This is an optimization exercise on Yosys and OpenROAD, whose aim is small area, not a production implementation. In this exercise RTL edits were held to simulation tests only and were not proved equivalent to the original. Power figures rest on the tool's default switching activity, not on a simulated workload.

## flow/design.v (module list and top-level ports; edited modules follow where they fit)
// module playfield_rotator: 1621 lines
// module rot_fa: 4 lines
// module rot_ha: 4 lines
module playfield_rotator #(
  parameter int ITER = 12,
  parameter int CW   = 11
) (
  input  logic                 clk,
  input  logic                 reset,
  input  logic [9:0]           angle,
  input  logic                 update,
  input  logic [7:0]           scale,
  output logic                 busy,
  output logic                 coef_done,
  input  logic                 pix_valid,
  input  logic signed [CW-1:0] pix_x,
  input  logic signed [CW-1:0] pix_y,
  output logic                 out_valid,
  output logic signed [CW-1:0] rx,
  output logic signed [CW-1:0] ry
);
  // ...
==> flow/flow/run.sh <==
#!/bin/bash
# The standard layout (standard.sh), with these changes:
#  - the port buffers are the smallest buffer cell (buf_1);
#  - clock tree synthesis clusters up to 25 sinks per leaf buffer and inserts no
#    dummy loads.
# standard.sh's full output goes to standard.log; ORFS keeps each step's log
# under orfs/logs.
set -e
export BUFFER_PORTS_ARGS="-buffer_cell sky130_fd_sc_hd__buf_1"
export REMOVE_ABC_BUFFERS=1
export CTS_ARGS="-sink_clustering_enable -repair_clock_nets -sink_clustering_size 25 -sink_clustering_max_diameter 100 -dont_use_dummy_load"
bash standard.sh > standard.log 2>&1
==> flow/standard.sh <==
#!/bin/bash
# synth_recipe.tcl (not shown) runs the flow's synth.tcl, then flattens the netlist and writes it again
# the make line also repeats each setting of config.mk as NAME=value (left out here)
make -C /OpenROAD-flow-scripts/flow DESIGN_CONFIG=/design/flow/config.mk WORK_HOME=/design/flow/orfs CLKGATE_MAP_FILE= SYNTH_SCRIPT=/design/flow/synth_recipe.tcl "${@:-finish}"
==> flow/config.mk <==
export PLATFORM = sky130hd
export DESIGN_NAME = playfield_rotator
export DESIGN_NICKNAME = playfield_rotator
export VERILOG_FILES = /design/flow/design.v
export SDC_FILE = /design/flow/constraint.sdc
export NUM_CORES = 4
export LEC_CHECK = 0
export ABC_AREA = 1
export CAP_MARGIN = 20
export CORE_MARGIN = 2
export CORE_UTILIZATION = 40
export GPL_TIMING_DRIVEN = 0
export SLEW_MARGIN = 20
export SYNTH_HIERARCHICAL = 1
export SYNTH_MINIMUM_KEEP_SIZE = 0
==> flow/constraint.sdc <==
create_clock -name core_clock -period 10.0 [get_ports {clk}]
set_input_delay 2.0000 -clock core_clock [delete_from_list [all_inputs] [get_ports {clk}]]
set_output_delay 2.0000 -clock core_clock [all_outputs]
set_load 0.01 [all_outputs]
==> impl_results.md, run 1 <==
* Status: no timing/DRC/antenna violations
* Xor and xnor area share after synthesis at 1.42%
* Adder and majority cell fraction of the synthesized area at 39.8%
* Max incr delay on CP at 580 ps
* Number of top-level design ports at 69
* Register clock-pin slew on the reported worst setup and hold paths at 70 ps
* Fin. Hold Viols at 0
* Fraction of power spent switching nets at 50.4%
* Fraction of final layout cells sized beyond drive strength 1 at 3.85%
* Leakage dissipation at 0.00833 uW
* Share of final layout cell area taken by non-clock buffers at 1.94%
* Most numerous cell types in the synthesized netlist: 442 x fa_1, 404 x nand2_1, 366 x a21oi_1
* Final cell count without fillers at 3,454
* Clk root buf: clkbuf_16
* Worst setup path startpoint: t[0]$_SDFFE_PP0P_
* Overall die width at 250 um
* Initial Utilization at 40.2%
* Highest clock frequency the design can meet at 0.105 GHz
* Placed cell areas at 24,700 um^2
* Setup bufs post-CTS at 2
* Fraction of synthesized area in multiplexers at 0.0415%
* Sum of internal, switching and leakage power at 5860 uW
* Multi-input gate share of the layout cell area at 72.7%
* Area fraction of clock buffers and clock inverters at 1.39%
* FF+latch count at 205
* Min Clock Period, post-route at 9560 ps
* Top cells by area in the synthesized netlist: fa_1 37%, dfxtp_1 16%, a21oi_1 7.6%
* CP Max Fanout at 27
* Worst hold start: v1$_DFF_P_
* DIE AREA at 62,300 um^2
* Worst-case headroom to the max-slew limit at 20.0%
* Dominant combinational cell family by area after synthesis: adder cells
* Routed metal-1 wire length at 34,000 um
* Levels on crit path at 31
* Group with the largest share of power: combinational cells
* Internal power component at 2910 uW
* Unrepaired setup endpoints after global routing: false
* Multi-In Gates at 2,150
* First-pass GRT wire length at 133,000 um
* Power density of the placed cells at 233 nW/um^2
* Number of warning messages in the yosys log at 7
* Drt first-iter violations at 3,422
* Post-detailed-route via-to-cell ratio at 6.43
* Proportion of synthesized flip-flops having asynchronous set or reset at 0%
* Data arrival at the endpoint of the critical path at 9960 ps
==> inputs of run 2 (changes only) <==
--- a/flow/design.v
+++ b/flow/design.v
@@ -13,20 +13,22 @@
   input  logic                 pix_valid,
   input  logic signed [CW-1:0] pix_x,
   input  logic signed [CW-1:0] pix_y,
   output logic                 out_valid,
   output logic signed [CW-1:0] rx,
   output logic signed [CW-1:0] ry
 );
   logic [3:0] t;
+  logic [3:0] sh_r;    
   always_ff @(posedge clk) begin
-    if (reset)          t <= 4'd0;
-    else if (update)    t <= 4'd1;
-    else if (t != 4'd0) t <= t + 4'd1;
+    if (reset)          begin t <= 4'd0;        sh_r <= 4'd2;        end
+    else if (update)    begin t <= 4'd1;        sh_r <= 4'd3;        end
+    else if (t != 4'd0) begin t <= t + 4'd1;    sh_r <= t + 4'd3;    end
+    else                begin                   sh_r <= 4'd2;        end
   end
   assign busy      = (t != 4'd0) && (t != 4'd15);
   assign coef_done = (t == 4'd15);
   wire t10    = (t == 4'd10);
   wire t11    = (t == 4'd11);
   wire t12    = (t == 4'd12);
   wire t13    = (t == 4'd13);
   wire t14    = (t == 4'd14);
@@ -76,17 +78,17 @@
   rot_fa u_zl_8 (.a(angle[4]), .b(k3[10]), .c(zl_7), .s(zl_8), .co(zl_9));
   wire zl_10, zl_11;
   rot_fa u_zl_10 (.a(angle[5]), .b(k3[11]), .c(zl_9), .s(zl_10), .co(zl_11));
   wire zl_12, zl_13;
   rot_fa u_zl_12 (.a(angle[6]), .b(k3[12]), .c(zl_11), .s(zl_12), .co(zl_13));
   wire zl_14 = angle[7] ^ k3[13] ^ zl_13;
   assign zl_hi = {zl_14, zl_12, zl_10, zl_8, zl_6, zl_4, zl_2, zl_0};
   wire               dir = mwin | (~cz[13] & ~t14);
-  wire [3:0]         sh  = t + 4'd2;
+  wire [3:0]         sh  = sh_r;      
   wire signed [15:0] xsh = cx >>> sh;
   wire signed [15:0] ysh = cy >>> sh;
   wire [15:0]        xs  = xsh & {16{~mwin}};
   wire [15:0]        ys  = ysh & {16{~mwin}};
   wire [16:0]        xop = {17{dir}} ^ {ys[15], ys};      
   wire [15:0]        yop = {16{~dir}} ^ xs;               
   wire               ycin = ~dir;
   wire [13:0]        zop = {14{dir}} ^ atan_lut(t);       
@@ -184,17 +186,17 @@
   wire za_22, za_23;
   rot_fa u_za_22 (.a(cz[11]), .b(zop[11]), .c(za_21), .s(za_22), .co(za_23));
   wire za_24, za_25;
   rot_fa u_za_24 (.a(cz[12]), .b(zop[12]), .c(za_23), .s(za_24), .co(za_25));
   wire za_26 = cz[13] ^ zop[13] ^ za_25;
   assign zsum = {za_26, za_24, za_22, za_20, za_18, za_16, za_14, za_12, za_10, za_8, za_6, za_4, za_2, za_0};
   wire [14:0]        mv   = cx[14:0] ^ {15{msg}};
   wire [3:0]         md   = t[0] ? sq[7:4] : sq[3:0];
-  wire [15:0]        macc = cz & {16{t[0]}};
+  wire [15:0]        macc = cz;    
   wire [19:0]        msum;
   wire mt_0 = md[0] & mv[0];
   wire mt_1 = md[0] & mv[1];
   wire mt_2 = md[0] & mv[2];
   wire mt_3 = md[0] & mv[3];
   wire mt_4 = md[0] & mv[4];
   wire mt_5 = md[0] & mv[5];
   wire mt_6 = md[0] & mv[6];
@@ -461,17 +463,17 @@
       quad <= angle[9:8];
       sq   <= scale;
       cx   <= x3;
       cy   <= y3;
       cz   <= {2'b00, zl_hi, k3[5:0]};
     end else begin
       cx   <= (t11 | (t13 & quad[0])) ? cy : (t13 ? msum[18:3] : xsum[15:0]);
       cy   <= (t11 | (t13 & quad[0])) ? msum[18:3] : ysum;
-      cz   <= (t10 | t12) ? msum[19:4] : {2'b00, zsum};
+      cz   <= (t10 | t12) ? msum[19:4] : ((t == 4'd9 || t11) ? 16'd0 : {2'b00, zsum});
     end
   end
   logic signed [15:0] c, s;
   logic signed [16:0] e;    
   always_ff @(posedge clk) begin
     if (reset) begin
       c <= 16'sd16384;
       s <= 16'sd0;
==> run 2 against run 1 <==
Net effect:
- routed wire length up 5.3%
- sequential share of layout area up 0.20 points
- critical path type unchanged
- clock skew down 8.7 ps
- area after synthesis up 1.2%
- core utilization about the same
- cell count up 0.17%
- maximum frequency up 0.38%
- count of clock-buffer cells in the layout unchanged
==> impl_results.md, run 2 <==
* Top flip-flop cell by instance count after synthesis: dfxtp_1
* Sequential power share at 19.6%
* Drt first-iter violations at 2,940 (-14%)
* Synth unique cells at 40
* Leading cell type in the layout, fill and taps excluded: fa_1
* Peak supply drop at 0.000320 V
* Portion of total power attributed to the clock network at 8.5%
* Initial Utilization at 40.4% (+0.24 points)
* Worst-case headroom to the max-slew limit at 21.2% (+1.2 points)
* Share of the synthesized area in the top cell type at 36.3%
* Sum of internal, switching and leakage power at 6570 uW (+12%)
* Reported max-cap violation count at 0
* Most frequently used cell type in the post-synthesis netlist: fa_1
* Placeable Area at 60,400 um^2
* Fraction of power spent switching nets at 52.2% (+1.8 points)
* Fin. Hold Viols at 0 (unchanged)
* Area of the mapped netlist at 24,400 um^2
* Number of top-level design ports at 69 (unchanged)
* Global-route track usage on met3 at 9.02%
* Grt total ovfl at 0
* Overall die width at 251 um (+0.57%)
* DIE AREA at 63,000 um^2 (+1.1%)
* Kind of critical path: reg2reg
* Routed length per instance at 26.1 um
* Number of warning messages in the yosys log at 7 (unchanged)
* Internal power component at 3140 uW (+8.0%)
* Min Clock Period, post-route at 9530 ps (-36.4 ps)
* Type of destination of the critical path: flip-flop
* Antenna violations before repair at 0
* GRT met1 Usage at 37.6%
* First-pass GRT wire length at 138,000 um (+3.7%)
* Clock buffers created by TritonCTS at 14
* Unrepaired setup endpoints after global routing: false
* Proportion of synthesized flip-flops having asynchronous set or reset at 0% (unchanged)
* Register clock-pin slew on the reported worst setup and hold paths at 100 ps (+30 ps)
* Setup clock skew after layout at 45.0 ps
* Vert. Die Dim at 251 um
* Routed WL at 90,200 um
* NumNets Final at 3,226
* Most Crowded Layer GR: met2
* Clock latency on the worst-skew pair at 520 ps
* Kind of path behind the tightest hold check: reg2reg
* Leakage dissipation at 0.00839 uW (+0.76%)
* Via Count at 22,202
* Post-synthesis instance total at 2,825
* Final cell count without fillers at 3,460 (+0.17%)
* Overall fraction of global-route tracks in use at 28.5%
* CP dominant cell by count: fa_1
* CP Max Fanout at 14 (-48%)
* Post-detailed-route via-to-cell ratio at 6.42 (-0.25%)
* Power density of the placed cells at 260 nW/um^2 (+11%)
* GR met2 Demand/Resource at 43.3%
* Largest regs: px_q: 23 flops, py_q: 23 flops, e: 17 flops
* Largest net degree at the start of global routing at 56
* Number of synthesized flops with an enable pin at 10
* Worst-case clock buffer depth at 3
* Routability congestion estimate from global placement at 1.01
* Cell accounting for the most synthesized area: fa_1
* Top cells by area in the synthesized netlist: fa_1 36%, dfxtp_1 16%, o22ai_1 7.3%
* Filler cell count at 6,024
* Most numerous cell types in the synthesized netlist: 442 x fa_1, 414 x nand2_1, 342 x a21oi_1
* Antenna-violating nets left at 0
* TritonCTS clock tree: yes
* Switching Power at 3430 uW
* Number of iterations in the first detailed-routing pass at 7
* Fraction of final layout cells sized beyond drive strength 1 at 4.00% (+0.14 points)
* H-tree lvl count at 1
* Max-slew violations at 0
* Finish-stage setup viols at 0
* Max incr delay on CP at 650 ps (+70 ps)
* Clk root buf: clkbuf_16
* Status: no timing/DRC/antenna violations
* Clock tree sinks at 209
* Aggregate negative setup slack at 0 ps
* Vias in the first global route at 22,289
* Kind of start point of the critical path: flip-flop
* Number of flip-flops and latches in the synthesized netlist at 209
* Combinational Power Share at 71.9%
* Number of rows in the core area at 90
* Crit-path slowest cell: dfxtp_1
* DRC viols at 0
* Data required time of the worst path at 10,430 ps
* Post-Synthesis Mean Instance Area at 8.64 um^2
* Slew at the pin closest to its max-slew limit at 1180 ps
* Data arrival at the endpoint of the critical path at 9950 ps (about the same)
* Minimum hold slack at 401 ps
* Final clock period utilization by the worst path at 95.3%
* Highest clock frequency the design can meet at 0.105 GHz (+0.38%)
* Area delta synth->final at 3.66%
* Leading cell types in the layout, fill and taps excluded: 442 x fa_1, 403 x nand2_1, 342 x a21oi_1
* Core utilization of the finished layout at 41.9%
* Hold-fix buffer count after cts at 0
* Post-DP HPWL at 66,500 um
* Buffers on Ports at 68
* Antenna cell count at 0
* Sequential cell area fraction in the yosys report at 17.6%
* Placed insts at 3,442
-- run 2: repair_timing --
action,CTS,global route
gates resized for setup,0,1
buffers inserted,0,0
setup endpoints to repair,0,3
-- run 2: power by group through the flow --
stage	registers, uW	logic, uW	clock network [uW]
final	1290	4720	558
after global routing	1320	5350	597
after CTS	1290	4740	573
after detailed placement	1310	4730	0
after global placement	1310	4600	0
after floorplan	1230	3160	0
-- run 2: final cells by class --
cell class	instances	area (um^2)	area share [%]
clock buffer	14	350	1.38
inverter	238	893	3.53
multi-input combinational	2136	18300	72.3
sequential	209	4290	16.9
tap	782	978	3.87
timing repair buffer	81	492	1.94
-- run 2: through the flow --
| stage | setup slack (ps) | cell area, um^2 |
|---|---|---|
| detailed placement | 150 | 24900 |
| global route | 25.8 | 25300 |
| finish | 472 | 25300 |
| floorplan | 1210 | 23300 |
| CTS | 159 | 25200 |
| global placement | 3.37 | 24600 |
-- run 2: cell families after synthesis --
family,synth area share [%]
flops,17.6
buf+inv,7.99
compound gates,22.1
xor+xnor,1.26
simple gates,11.7
fa+ha+maj,39.3
-- run 2: worst paths after layout --
| kind | slack [ps] | endpoint | cells past startpoint | from |
|---|---|---|---|---|
| min reg2reg | 400 | v2$_DFF_P_ | 2 | v1$_DFF_P_ |
| min | 400 | v2$_DFF_P_ | 2 | v1$_DFF_P_ |
| max | 470 | e[16]$_SDFFE_PP0P_ | 32 | t[0]$_SDFFE_PP0P_ |
| max reg2reg | 470 | e[16]$_SDFFE_PP0P_ | 32 | t[0]$_SDFFE_PP0P_ |
-- run 2: metal layers --
layer | wire [um] | part of all wire (%) | up-vias
met4 | 4730 | 5.2 | 0
met2 | 39400 | 44 | 1610
met5 | 0 | 0 | -
li1 | - | - | 9330
met3 | 10700 | 12 | 368
met1 | 35300 | 39 | 10894
-- run 2: Yosys stat by module (local to each module, per instance) --
module,flip-flops and latches,times used,cells inside
rot_ha,0,23,1
playfield_rotator,209,1,2360
rot_fa,0,442,1
-- run 2: critical path: cells and delay by family, from the launching register on --
kind / cells / cell delay [ps]
buffers and inverters: 4 / 510
adder cells (fa/ha/maj): 17 / 6580
AND/OR/NAND/NOR: 10 / 1530
XOR/XNOR: 1 / 190
flip-flops: 1 / 650

[what the ideal ports hide]
The results above use ideal ports. As a check the final layouts listed here were re-extracted and re-timed, cells and wires unchanged. Step 1, drivers: a clkbuf_16 drives clk and a buf_2 each remaining input, both assumed. Step 2 moves the port delays by t, midway between the first and last clock arrival at a register: inputs arrive t later, outputs are due t later. That takes back most of the time a late clock gives input paths. Slacks: ideal ports / drivers / drivers and shift; pairs: ideal ports / drivers.
run | t, ns | slack for setup (ns) | hold slack, ns | worst data-port slew with drivers (ns)
run 1 | 0.566 | 0.435 / 0.435 / 0.435 | 0.407 / 0.407 / 0.407 | 0.04
run 2 | 0.556 | 0.472 / 0.472 / 0.472 | 0.401 / 0.401 / 0.401 | 0.05
After both steps setup and hold are still met in every run listed.
